This design comes from an exercise in tuning for small area on the open sky130 flow, not from production work. Function was checked by simulation only, so behaviour that the tests miss may differ from the original. The clock port is modelled as an ideal driver; clocking choices that lean on that would not hold on a real chip. Power figures rest on the tool's default switching activity, not on a simulated workload.

==> inputs of branch umber <==
Design lsq_subsystem, start of the top module:
module lsq_subsystem #(
    parameter int q_length     = 8,
    parameter int tag_bits     = 6,
    parameter int rob_bits     = 6,
    parameter int fill_latency = 6,
    parameter int bank_lines   = 16
) (
    input  wire                  clk,
    input  wire                  arst_n,
    input  wire                  alloc,
    input  wire  [op_w-1:0]      operation_in,
    input  wire  [addr_w-1:0]    addr_in,
    input  wire  [data_w-1:0]    data_in,
    input  wire  [size_w-1:0]    size_in,
    input  wire  [tag_bits-1:0]  ooo_tag_in,
    input  wire  [rob_bits-1:0]  ooo_rob_in,
    input  wire                  dealloc,
    output logic                 valid_out,
    output logic                 lsq_full,
    output logic [op_w-1:0]      operation_out,
    output logic [addr_w-1:0]    addr_out,
    output logic [data_w-1:0]    data_out,
    output logic [size_w-1:0]    size_out,
    output logic [tag_bits-1:0]  ooo_tag_out,
    output logic [rob_bits-1:0]  ooo_rob_out
);
export LEC_CHECK = 0
export CAP_MARGIN = 20
export CORE_MARGIN = 2
export CORE_UTILIZATION = 40
export PLACE_DENSITY = 0.6
export SLEW_MARGIN = 20
create_clock -name core_clock -period 6.0 [get_ports {clk}]
standard.sh (not shown) runs the stock make flow with config.mk's settings and CLKGATE_MAP_FILE= SYNTH_SCRIPT=/design/flow/synth_recipe.tcl, a recipe that flattens the netlist after the stock synthesis.
==> flow/flow/run.sh <==
#!/bin/bash
# Standard ORFS layout (standard.sh) with these changes:
#  - port buffers use buf_1 (every port still gets its own buffer)
# The whole make output goes to flow_make.log in the work folder; ORFS keeps
# each step's log under orfs/logs.
set -euo pipefail
here=$(cd "$(dirname "${BASH_SOURCE[0]}")" && pwd)
export CTS_ARGS="-repair_clock_nets -dont_use_dummy_load -buf_list sky130_fd_sc_hd__clkbuf_4"
export BUFFER_PORTS_ARGS="-buffer_cell sky130_fd_sc_hd__buf_1"
export POST_CTS_TCL="$here/post_cts.tcl"
bash standard.sh finish > flow_make.log 2>&1
==> flow/flow/post_cts.tcl <==
set clk_up {sky130_fd_sc_hd__clkbuf_1 sky130_fd_sc_hd__clkbuf_2 sky130_fd_sc_hd__clkbuf_4 sky130_fd_sc_hd__clkbuf_8 sky130_fd_sc_hd__clkbuf_16}
set slew_target 0.110
for {set iter 0} {$iter < 6} {incr iter} {
  estimate_parasitics -placement
  set drivers {}
  foreach p [get_pins -hierarchical */CLK] {
    if {[get_property $p slew_max] > $slew_target} {
      set net [get_nets -of_objects $p]
      foreach d [get_pins -of_objects $net -filter "direction == output"] {
        dict set drivers [get_full_name [get_cells -of_objects $d]] 1
      }
    }
  }
  set n 0
  foreach inst [dict keys $drivers] {
    set c [get_cells $inst]
    set ref [get_property $c ref_name]
    set i [lsearch $clk_up $ref]
    if {$i >= 0 && $i < [llength $clk_up] - 1} {
      replace_cell $c [lindex $clk_up [expr {$i + 1}]]
      incr n
    }
  }
  puts "post_cts: iteration $iter upsized $n clock buffers"
  if {$n == 0} { break }
  detailed_placement
}
estimate_parasitics -placement
check_placement -verbose
==> branch quartz: changes against branch umber <==
==> flow/design.v (replaced) <==
`default_nettype none
package lsq_pkg;
    localparam int addr_w = 32;
    localparam int data_w = 32;
    localparam int op_w = 3;
    localparam logic [op_w-1:0] op_none  = 3'd0;
    localparam logic [op_w-1:0] op_load  = 3'd1;
    localparam logic [op_w-1:0] op_store = 3'd2;
    localparam int size_w = 2;
    localparam logic [size_w-1:0] size_byte = 2'd0;
    localparam logic [size_w-1:0] size_half = 2'd1;
    localparam int mshr_idx_w   = 3;
    localparam int bank_meta_w  = 1 + mshr_idx_w;
    localparam int meta_rdy_bit = 0;
    localparam int meta_idx_lsb = 1;
    localparam int line_w = addr_w - 3;
    typedef union packed {
        logic [2*bank_meta_w-1:0]      raw;
        logic [1:0][bank_meta_w-1:0]   banks;
    } lsq_meta_u;
endpackage
`default_nettype wire
`timescale 1ns/1ns
`default_nettype none
module qnm #(
    parameter int n_width  = 8,
    parameter int q_length = 8
) (
    input  wire                         clk,
    input  wire                         arst_n,
    input  wire                         wr,
    input  wire                         rd,
    input  wire  [n_width-1:0]          n_din,
    input  wire  [2:0]                  rd2_ptr,
    output logic [n_width-1:0]          dout,
    output logic [n_width-1:0]          dout2,
    output logic [2:0]                  wr_slot,
    output logic [2:0]                  rd_slot,
    output logic                        full,
    output logic                        empty,
    output logic                        do_push
);
    logic [n_width-1:0] payload_mem [q_length];
    logic [3:0] wr_ptr;
    logic [3:0] rd_ptr;
    logic       do_pop;
    assign full    = (wr_ptr == {~rd_ptr[3], rd_ptr[2:0]});
    assign empty   = (wr_ptr == rd_ptr);
    assign do_push = wr && !full;
    assign do_pop  = rd && !empty;
    assign wr_slot = wr_ptr[2:0];
    assign rd_slot = rd_ptr[2:0];
    always_ff @(posedge clk or negedge arst_n) begin
        if (!arst_n) begin
            wr_ptr <= '0;
            rd_ptr <= '0;
        end else begin
            if (do_push) wr_ptr <= wr_ptr + 4'd1;
            if (do_pop)  rd_ptr <= rd_ptr + 4'd1;
        end
    end
    always_ff @(posedge clk) begin
        if (do_push) begin
            payload_mem[wr_ptr[2:0]] <= n_din;
        end
    end
    always_comb begin
        dout  = '0;
        dout2 = '0;
        for (int i = 0; i < q_length; i++) begin
            dout  = dout  | ({n_width{rd_ptr[2:0] == 3'(i)}} & payload_mem[i]);
            dout2 = dout2 | ({n_width{rd2_ptr == 3'(i)}} & payload_mem[i]);
        end
    end
endmodule
`default_nettype wire
`timescale 1ns/1ns
`default_nettype none
import lsq_pkg::*;
module cache_bank #(
    parameter int bank_lines = 16
) (
    input  wire                    clk,
    input  wire                    arst_n,
    input  wire  [line_w-1:0]      line_addr,
    output logic                   hit,
    input  wire                    fill,
    input  wire  [line_w-1:0]      fill_line
);
    localparam int idx_w  = $clog2(bank_lines);
    localparam int ctag_w = line_w - idx_w;
    logic [ctag_w-1:0]     tag_mem [bank_lines];
    logic [bank_lines-1:0] line_valid;
    logic [idx_w-1:0]  look_idx;
    logic [idx_w-1:0]  fill_idx;
    assign look_idx = line_addr[idx_w-1:0];
    assign fill_idx = fill_line[idx_w-1:0];
    logic [ctag_w-1:0] look_tag;
    logic              look_valid;
    always_comb begin
        look_tag   = '0;
        look_valid = 1'b0;
        for (int i = 0; i < bank_lines; i++) begin
            look_tag   = look_tag | ({ctag_w{look_idx == idx_w'(i)}} & tag_mem[i]);
            look_valid = look_valid | (look_idx == idx_w'(i) && line_valid[i]);
        end
    end
    assign hit = look_valid && (look_tag == line_addr[line_w-1:idx_w]);
    always_ff @(posedge clk or negedge arst_n) begin
        if (!arst_n) begin
            line_valid <= '0;
        end else if (fill) begin
            line_valid[fill_idx] <= 1'b1;
        end
    end
    always_ff @(posedge clk) begin
        if (fill) begin
            tag_mem[fill_idx] <= fill_line[line_w-1:idx_w];
        end
    end
endmodule
`default_nettype wire
`timescale 1ns/1ns
`default_nettype none
module lsq #(
    parameter int n_stage = 7
) (
    input  wire        clk,
    input  wire        arst_n,
    input  wire        miss_even,
    input  wire        miss_odd,
    input  wire  [2:0] wr_slot,
    input  wire  [2:0] head_slot,
    output logic       fill_even,
    output logic       fill_odd,
    output logic [2:0] fill_slot,
    output logic       head_pending
);
    logic [n_stage-1:0] st_even;
    logic [n_stage-1:0] st_odd;
    logic [2:0]         st_slot [n_stage];
    always_ff @(posedge clk or negedge arst_n) begin
        if (!arst_n) begin
            st_even <= '0;
            st_odd  <= '0;
        end else begin
            st_even <= {st_even[n_stage-2:0], miss_even};
            st_odd  <= {st_odd[n_stage-2:0], miss_odd};
        end
    end
    always_ff @(posedge clk) begin
        st_slot[0] <= wr_slot;
        for (int k = 1; k < n_stage; k++) begin
            st_slot[k] <= st_slot[k-1];
        end
    end
    assign fill_even = st_even[n_stage-1];
    assign fill_odd  = st_odd[n_stage-1];
    assign fill_slot = st_slot[n_stage-1];
    always_comb begin
        head_pending = 1'b0;
        for (int k = 0; k < n_stage; k++) begin
            if ((st_even[k] || st_odd[k]) && st_slot[k] == head_slot) begin
                head_pending = 1'b1;
            end
        end
    end
endmodule
`default_nettype wire
`timescale 1ns/1ns
`default_nettype none
import lsq_pkg::*;
module lsq_subsystem #(
    parameter int q_length     = 8,
    parameter int tag_bits     = 6,
    parameter int rob_bits     = 6,
    parameter int fill_latency = 6,
    parameter int bank_lines   = 16
) (
    input  wire                  clk,
    input  wire                  arst_n,
    input  wire                  alloc,
    input  wire  [op_w-1:0]      operation_in,
    input  wire  [addr_w-1:0]    addr_in,
    input  wire  [data_w-1:0]    data_in,
    input  wire  [size_w-1:0]    size_in,
    input  wire  [tag_bits-1:0]  ooo_tag_in,
    input  wire  [rob_bits-1:0]  ooo_rob_in,
    input  wire                  dealloc,
    output logic                 valid_out,
    output logic                 lsq_full,
    output logic [op_w-1:0]      operation_out,
    output logic [addr_w-1:0]    addr_out,
    output logic [data_w-1:0]    data_out,
    output logic [size_w-1:0]    size_out,
    output logic [tag_bits-1:0]  ooo_tag_out,
    output logic [rob_bits-1:0]  ooo_rob_out
);
    localparam int n_w = op_w + addr_w + data_w + size_w + tag_bits + rob_bits;
    localparam int addr_lsb = size_w + tag_bits + rob_bits;
    logic [2:0]        byte_cnt;
    logic [2:0]        last_off;
    logic              split;
    logic              touch_even;
    logic              touch_odd;
    logic              do_push;
    logic              q_empty;
    logic [line_w-1:0] line_even;
    logic [line_w-1:0] line_odd;
    logic              hit_even;
    logic              hit_odd;
    logic [n_w-1:0]    head_payload;
    logic [n_w-1:0]    fill_payload;
    logic [2:0]        wr_slot;
    logic [2:0]        rd_slot;
    logic              fill_even;
    logic              fill_odd;
    logic [2:0]        fill_slot;
    logic              head_pending;
    logic [addr_w-1:0] fill_addr;
    logic [line_w-1:0] fill_line_even;
    function automatic logic [line_w-1:0] even_line(input logic [addr_w-1:0] a);
        even_line = a[addr_w-1:3] + {{(line_w-1){1'b0}}, a[2]};
    endfunction
    always_comb begin
        case (size_in)
            size_byte: byte_cnt = 3'd1;
            size_half: byte_cnt = 3'd2;
            default:   byte_cnt = 3'd4;
        endcase
    end
    assign last_off   = {1'b0, addr_in[1:0]} + byte_cnt - 3'd1;
    assign split      = (last_off > 3'd3);
    assign touch_even = !addr_in[2] || split;
    assign touch_odd  = addr_in[2] || split;
    assign line_odd  = addr_in[addr_w-1:3];
    assign line_even = even_line(addr_in);
    qnm #(
        .n_width  (n_w),
        .q_length (q_length)
    ) u_qnm (
        .clk     (clk),
        .arst_n  (arst_n),
        .wr      (alloc),
        .rd      (dealloc),
        .n_din   ({operation_in, addr_in, data_in, size_in, ooo_tag_in, ooo_rob_in}),
        .rd2_ptr (fill_slot),
        .dout    (head_payload),
        .dout2   (fill_payload),
        .wr_slot (wr_slot),
        .rd_slot (rd_slot),
        .full    (lsq_full),
        .empty   (q_empty),
        .do_push (do_push)
    );
    assign fill_addr      = fill_payload[addr_lsb+data_w +: addr_w];
    assign fill_line_even = even_line(fill_addr);
    cache_bank #(
        .bank_lines (bank_lines)
    ) u_bank_even (
        .clk       (clk),
        .arst_n    (arst_n),
        .line_addr (line_even),
        .hit       (hit_even),
        .fill      (fill_even),
        .fill_line (fill_line_even)
    );
    cache_bank #(
        .bank_lines (bank_lines)
    ) u_bank_odd (
        .clk       (clk),
        .arst_n    (arst_n),
        .line_addr (line_odd),
        .hit       (hit_odd),
        .fill      (fill_odd),
        .fill_line (fill_addr[addr_w-1:3])
    );
    lsq #(
        .n_stage (fill_latency + 1)
    ) u_lsq (
        .clk          (clk),
        .arst_n       (arst_n),
        .miss_even    (do_push && touch_even && !hit_even),
        .miss_odd     (do_push && touch_odd && !hit_odd),
        .wr_slot      (wr_slot),
        .head_slot    (rd_slot),
        .fill_even    (fill_even),
        .fill_odd     (fill_odd),
        .fill_slot    (fill_slot),
        .head_pending (head_pending)
    );
    assign {operation_out, addr_out, data_out, size_out, ooo_tag_out, ooo_rob_out} =
        head_payload;
    assign valid_out = !q_empty && !head_pending;
endmodule
`default_nettype wire
==> flow/flow/run.sh (replaced) <==
#!/bin/bash
# Standard ORFS layout (standard.sh) with these changes:
#  - synthesis is synth_recipe.tcl unchanged except for an area-oriented ABC
#    script (area.abc) for the combinational mapping (abc_synth.tcl)
#  - port buffers use buf_1 (every port still gets its own buffer)
# The whole make output goes to flow_make.log in the work folder; ORFS keeps
# each step's log under orfs/logs.
set -euo pipefail
here=$(cd "$(dirname "${BASH_SOURCE[0]}")" && pwd)
export FLOW_SYNTH_TCL="$PWD/synth_recipe.tcl"
export FLOW_ABC_SCRIPT="$here/area.abc"
export CTS_ARGS="-repair_clock_nets -dont_use_dummy_load -buf_list sky130_fd_sc_hd__clkbuf_4"
export BUFFER_PORTS_ARGS="-buffer_cell sky130_fd_sc_hd__buf_1"
export POST_CTS_TCL="$here/post_cts.tcl"
bash standard.sh finish SYNTH_SCRIPT="$here/abc_synth.tcl" > flow_make.log 2>&1
==> flow/flow/abc_synth.tcl (new file) <==
# The standard synthesis (synth_recipe.tcl, sourced unchanged), except that
# the combinational mapping runs the area-oriented ABC script named by
# FLOW_ABC_SCRIPT instead of ORFS's delay-oriented one. Registers are mapped
# by dfflibmap before ABC runs, so they are the standard synthesis's.
proc abc {args} {
  set i [lsearch -exact $args -script]
  if {$i >= 0} { lset args [expr {$i + 1}] $::env(FLOW_ABC_SCRIPT) }
  yosys abc {*}$args
}
source $::env(FLOW_SYNTH_TCL)
==> flow/flow/area.abc (new file) <==
strash
ifraig
scorr
dc2
strash
dch -f
amap -m -F 4 -A 4
topo
--- a/flow/flow/post_cts.tcl
+++ b/flow/flow/post_cts.tcl
@@ -1,10 +1,10 @@
 set clk_up {sky130_fd_sc_hd__clkbuf_1 sky130_fd_sc_hd__clkbuf_2 sky130_fd_sc_hd__clkbuf_4 sky130_fd_sc_hd__clkbuf_8 sky130_fd_sc_hd__clkbuf_16}
-set slew_target 0.110
+set slew_target 0.115
 for {set iter 0} {$iter < 6} {incr iter} {
   estimate_parasitics -placement
   set drivers {}
   foreach p [get_pins -hierarchical */CLK] {
     if {[get_property $p slew_max] > $slew_target} {
       set net [get_nets -of_objects $p]
       foreach d [get_pins -of_objects $net -filter "direction == output"] {
         dict set drivers [get_full_name [get_cells -of_objects $d]] 1
==> flow/config.mk (replaced) <==
export PLATFORM = sky130hd
export DESIGN_NAME = lsq_subsystem
export DESIGN_NICKNAME = lsq_subsystem
export VERILOG_FILES = /design/flow/design.v
export SDC_FILE = /design/flow/constraint.sdc
export NUM_CORES = 4
export LEC_CHECK = 0
export CAP_MARGIN = 20
export CORE_MARGIN = 2
export CORE_UTILIZATION = 50
export PLACE_DENSITY = 0.7
export SLEW_MARGIN = 20
==> comparison table <==
Cell count of the worst reg-to-reg path: branch umber 11; branch quartz 25
Non-clock inverter instance count of the final layout: branch umber 42; branch quartz 98
Combinational cell fraction of total power: branch umber 27.3%; branch quartz 33.5%
Status: branch umber complete, no violations; branch quartz complete, no violations
Initial cell density of the core: branch umber 40.3%; branch quartz 50.4%
Vert. Die Dim: branch umber 395 um; branch quartz 338 um
Gate count of the mapped netlist: branch umber 3,279; branch quartz 3,106
P_sw: branch umber 9.10 mW; branch quartz 11.7 mW
Area of the die: branch umber 156,000 sq um; branch quartz 114,000 sq um
Share of layout cells above drive strength 1: branch umber 18.9%; branch quartz 12.6%
CP startpoint: branch umber u_lsq.st_slot[6][2]; branch quartz u_qnm.rd_ptr[2]
Sequential share of cell area: branch umber 68.0%; branch quartz 72.5%
Combinational power: branch umber 7.58 mW; branch quartz 10.6 mW

==> what the ideal ports hide <==
No port has a modelled driver above. Below, the same layouts with a new extraction and two added sets of constraints.
Step 1 sets driving cells, clkbuf_16 on the clock port and buf_2 on the other inputs (assumed; they add their load-dependent delay and slew).
Step 2, shift: input delay + t, output delay - t, t = (earliest + latest rising clock arrival at the registers) / 2. This alone moves slack from input paths to output paths.
Three values: ideal, step 1, step 2; two values: the first two.
run | t, ns | slack for setup (ns) | latest minus earliest clock arrival (ns) | worst slew at a driven data input, ns | pins driven straight from the clock port
branch umber | 1.200 | 1.108 / 1.108 / 0.477 | 0.117 / 0.117 | 0.17 | 1
branch quartz | 1.098 | 0.362 / 0.288 / -0.223 | 0.108 / 0.108 | 0.16 | 1
With both steps, setup timing fails in branch quartz, where it was met with ideal ports. For branch umber, which loses most, drivers alone change the setup slack by 0.000 ns; drivers and shift together by -0.631 ns.
